From an optimization exercise on the open Yosys and OpenROAD flow, aimed at small area and few clock cycles per item; shortcuts taken in it are not production practice.
In this exercise RTL edits were held to simulation tests only and were not proved equivalent to the original.

v27:
// barrel_math_pipe
module barrel_math_pipe #(
  parameter int H_RES   = 1080,
  parameter int V_RES   = 960,
  parameter int COORD_W = 12,
  parameter int FRAC_W  = 3,
  parameter int K_SHIFT = 24
) (
  input  logic               clk,
  input  logic               reset,
  input  logic               gen_en,
  input  logic [1:0]         mode,
  input  logic [15:0]        k_coef,
  output logic [31:0]        tIn_tdata,
  output logic               tIn_tvalid,
  input  logic               tIn_tready,
  input  logic [31:0]        tOut_tdata,
  input  logic               tOut_tvalid,
  output logic               tOut_tready,
  output logic [31:0]        rCin_tdata,
  output logic [15:0]        rPin_tdata,
  output logic               rCin_tvalid,
  output logic               rPin_tvalid,
  input  logic               rCin_tready,
  input  logic               rPin_tready,
  input  logic [31:0]        rOut_tdata,
  input  logic               rOut_tvalid,
  output logic               rOut_tready,
  output logic [COORD_W-1:0] xOut,
  output logic [COORD_W-1:0] yOut,
  output logic               addr_vld,
  input  logic               mem_ready,
  output logic               clipped,
  output logic               frame_done
);
==> flow/config.mk <==
export PLATFORM = sky130hd
export DESIGN_NAME = barrel_math_pipe
export DESIGN_NICKNAME = barrel_math_pipe
export VERILOG_FILES = /design/flow/design.v
export SDC_FILE = /design/flow/constraint.sdc
export NUM_CORES = 4
export LEC_CHECK = 0
export CAP_MARGIN = 20
export CORE_MARGIN = 2
export CORE_UTILIZATION = 40
export CTS_BUF_LIST = sky130_fd_sc_hd__clkbuf_8
export SLEW_MARGIN = 20
export SYNTH_HIERARCHICAL = 1
export SYNTH_MINIMUM_KEEP_SIZE = 0
==> flow/constraint.sdc <==
create_clock -name core_clock -period 9.0 [get_ports {clk}]
set_input_delay 1.8000 -clock core_clock [delete_from_list [all_inputs] [get_ports {clk}]]
set_output_delay 1.8000 -clock core_clock [all_outputs]
set_load 0.01 [all_outputs]
standard.sh (not shown) runs the stock make flow with config.mk's settings and CLKGATE_MAP_FILE= SYNTH_SCRIPT=/design/flow/synth_recipe.tcl, a recipe that flattens the netlist after the stock synthesis.
==> flow/flow/run.sh <==
#!/bin/bash
# Standard layout with smaller port buffers, and no CTS dummy loads.
# Each ORFS step keeps its own log under orfs/logs/; make's output goes to
# flow_make.log.
set -euo pipefail
bash standard.sh \
  'BUFFER_PORTS_ARGS=-buffer_cell sky130_fd_sc_hd__buf_1' \
  'CTS_ARGS=-sink_clustering_enable -repair_clock_nets -dont_use_dummy_load' \
  finish > flow_make.log 2>&1
Testbench counts of v27, summed over its fixed seeds: cycles 16,016, items 16,000.
Input-level comparison between v59 and v27:
- CTS_BUF_LIST: sky130_fd_sc_hd__clkbuf_8 -> unset
==> flow/flow/run.sh <==
#!/bin/bash
# Standard layout with smaller port buffers, no CTS dummy loads and area recovery after
# global routing. Each ORFS step keeps its own log under orfs/logs/; make's output goes to
# flow_make.log.
set -euo pipefail
bash standard.sh \
  'BUFFER_PORTS_ARGS=-buffer_cell sky130_fd_sc_hd__buf_1' \
  'CTS_ARGS=-sink_clustering_enable -repair_clock_nets -dont_use_dummy_load' \
  'RECOVER_POWER=100' \
  finish > flow_make.log 2>&1
Notes after the runs:
- The final report for v59 shows a completed flow and a layout that fails verification, specifically capacitance limit, slew limit.
- From v27 to v59, DRC violations left did not move at all.
- Re worst reg-to-reg setup slack: v59 is 0.04 ns down on v27.
- Summary of v59 over v27: complex-gate fraction of the synthesized area stayed essentially flat; post-synthesis to final-layout area growth now smaller; multi-input combinational cell area held steady.
- The routed wire length was comparable across v59 and v27.
- Vias after detailed routing of v59 falls short of that of v27 slightly.
- The startpoint of the most critical setup path comes out rb[6]$_DFFE_PP_ in one run and ra[0]$_DFFE_PP_ in the other, namely in v27 and v59 respectively.
- Diff v59..v27 | average detailed-routed wire length per instance | negligible
- The filler cell count in the final layout on v27 is in line with that on v59.
Changes in v31 relative to v59:
==> flow/flow/run.sh <==
#!/bin/bash
# Standard layout with smaller port buffers, and no CTS dummy loads.
# Each ORFS step keeps its own log under orfs/logs/; make's output goes to
# flow_make.log.
set -euo pipefail
bash standard.sh \
  'BUFFER_PORTS_ARGS=-buffer_cell sky130_fd_sc_hd__buf_1' \
  'CTS_ARGS=-sink_clustering_enable -repair_clock_nets -dont_use_dummy_load' \
  finish > flow_make.log 2>&1
### Flow results
v31 finished all stages; the layout is clean.
The multi-input logic portion of the cell area was comparable across v31 and v59.
Between v31 and v59, the difference in hold slack is negligible.
Going from v59 to v31, highest net fanout along the worst path shrinks by 1.
v59 → v31: synthesis-to-finish area growth has increased; storage element area was more or less identical; peak per-stage delay on the critical path rose 0.13 ns.
~same core utilization in v31 and v59
Diff v59 -> v31: total wire length barely changed, sequential share of layout area did not really move.
Inputs modified between v31 and v8:
- setting CTS_BUF_LIST to sky130_fd_sc_hd__clkbuf_8 for the first time
- changing CAP_MARGIN from 20 to 5
- changing SLEW_MARGIN from 20 to 5
Notes after the runs:
Adder-cell share of the synthesized area: v8 vs v31 identical
Utilization delta (v31 -> v8): insignificant
v31 finished every step from synthesis to the final layout, and the layout passed the timing, design-rule and antenna checks.
v8 ran to completion and came out clean on the timing, design-rule and antenna checks.
v31 → v8: critical path depth did not really move; worst endpoint data arrival time now sits at about the same level; gate count after technology mapping was more or less identical; global route total overflow stayed essentially flat.

---

Another version of the RTL of barrel_math_pipe (not shown whole).
Size in the first run: roughly 2700 cells after synthesis, roughly 180 flip-flops, ~200 I/O pins, roughly 28000 µm² of cells after synthesis.
==> flow/config.mk <==
export PLATFORM = sky130hd
export DESIGN_NAME = barrel_math_pipe
export DESIGN_NICKNAME = barrel_math_pipe
export VERILOG_FILES = /design/flow/design.v
export SDC_FILE = /design/flow/constraint.sdc
export NUM_CORES = 4
export LEC_CHECK = 0
export CAP_MARGIN = 20
export CORE_MARGIN = 2
export CORE_UTILIZATION = 70
export PLACE_DENSITY = 0.85
export SLEW_MARGIN = 20
export SYNTH_HIERARCHICAL = 1
export SYNTH_MINIMUM_KEEP_SIZE = 0
==> flow/constraint.sdc <==
create_clock -name core_clock -period 9.0 [get_ports {clk}]
set_input_delay 1.8000 -clock core_clock [delete_from_list [all_inputs] [get_ports {clk}]]
set_output_delay 1.8000 -clock core_clock [all_outputs]
set_load 0.01 [all_outputs]
==> flow/flow/run.sh <==
#!/bin/bash
# Standard layout with smaller port buffers and a clock tree of smaller buffers, without
# dummy loads. Each ORFS step keeps its own log under orfs/logs/; make's output goes to
# flow_make.log.
set -euo pipefail
bash standard.sh \
  'BUFFER_PORTS_ARGS=-buffer_cell sky130_fd_sc_hd__buf_1' \
  'CTS_ARGS=-sink_clustering_enable -sink_clustering_size 12 -repair_clock_nets -dont_use_dummy_load -buf_list sky130_fd_sc_hd__clkbuf_8' \
  finish > flow_make.log 2>&1
Testbench counts at the start, summed over its fixed seeds: cycles 16,016, items 16,000.
==> next run, changes <==
--- a/flow/config.mk
+++ b/flow/config.mk
@@ -9,4 +9,4 @@
 export CORE_MARGIN = 2
-export CORE_UTILIZATION = 70
-export PLACE_DENSITY = 0.85
+export CORE_UTILIZATION = 80
+export PLACE_DENSITY = 0.92
 export SLEW_MARGIN = 20
What happened:
- area after synthesis does not change
- die area went down by 12%
- worst setup slack got worse by 67 ps
- wire length goes up by 4.5%
- via count climbs by 3.2%
- maximum frequency drops by 0.77%
- first-iteration DRC count increases by 54%
- utilization is higher by 11 points

static timing again, ports no longer ideal:
The flow's constraints put no driver on any port. The routed layouts listed below were extracted and timed again, unchanged, in two steps.
Step 1 sets driving cells, clkbuf_16 on the clock port and buf_2 on the other inputs (assumed; they add their load-dependent delay and slew).
Step 2 times the ports against the registers' clock, not the clock port: input delays grow and output delays shrink by t, the midpoint of the rising clock arrivals with the driver on.
a / b / c = no drivers / after step 1 / after step 2; a / b = the first two.
run	t, ns	setup WS [ns]	worst setup path at the end	latest minus earliest clock arrival (ns)	worst register clock-pin slew, ns
v27	0.520	0.405 / 0.353 / 0.455	register to register	0.041 / 0.041	0.08 / 0.08
v59	0.520	0.417 / 0.410 / 0.417	register to register	0.041 / 0.041	0.08 / 0.08
v31	0.520	0.405 / 0.353 / 0.455	register to register	0.041 / 0.041	0.08 / 0.08
v8	0.520	0.405 / 0.353 / 0.455	register to register	0.041 / 0.041	0.08 / 0.08
the first run of note 2	0.540	0.409 / 0.360 / 0.645	register to register	0.041 / 0.041	0.11 / 0.11
the second run of note 2	0.528	0.342 / 0.341 / 0.342	register to register	0.047 / 0.047	0.12 / 0.12
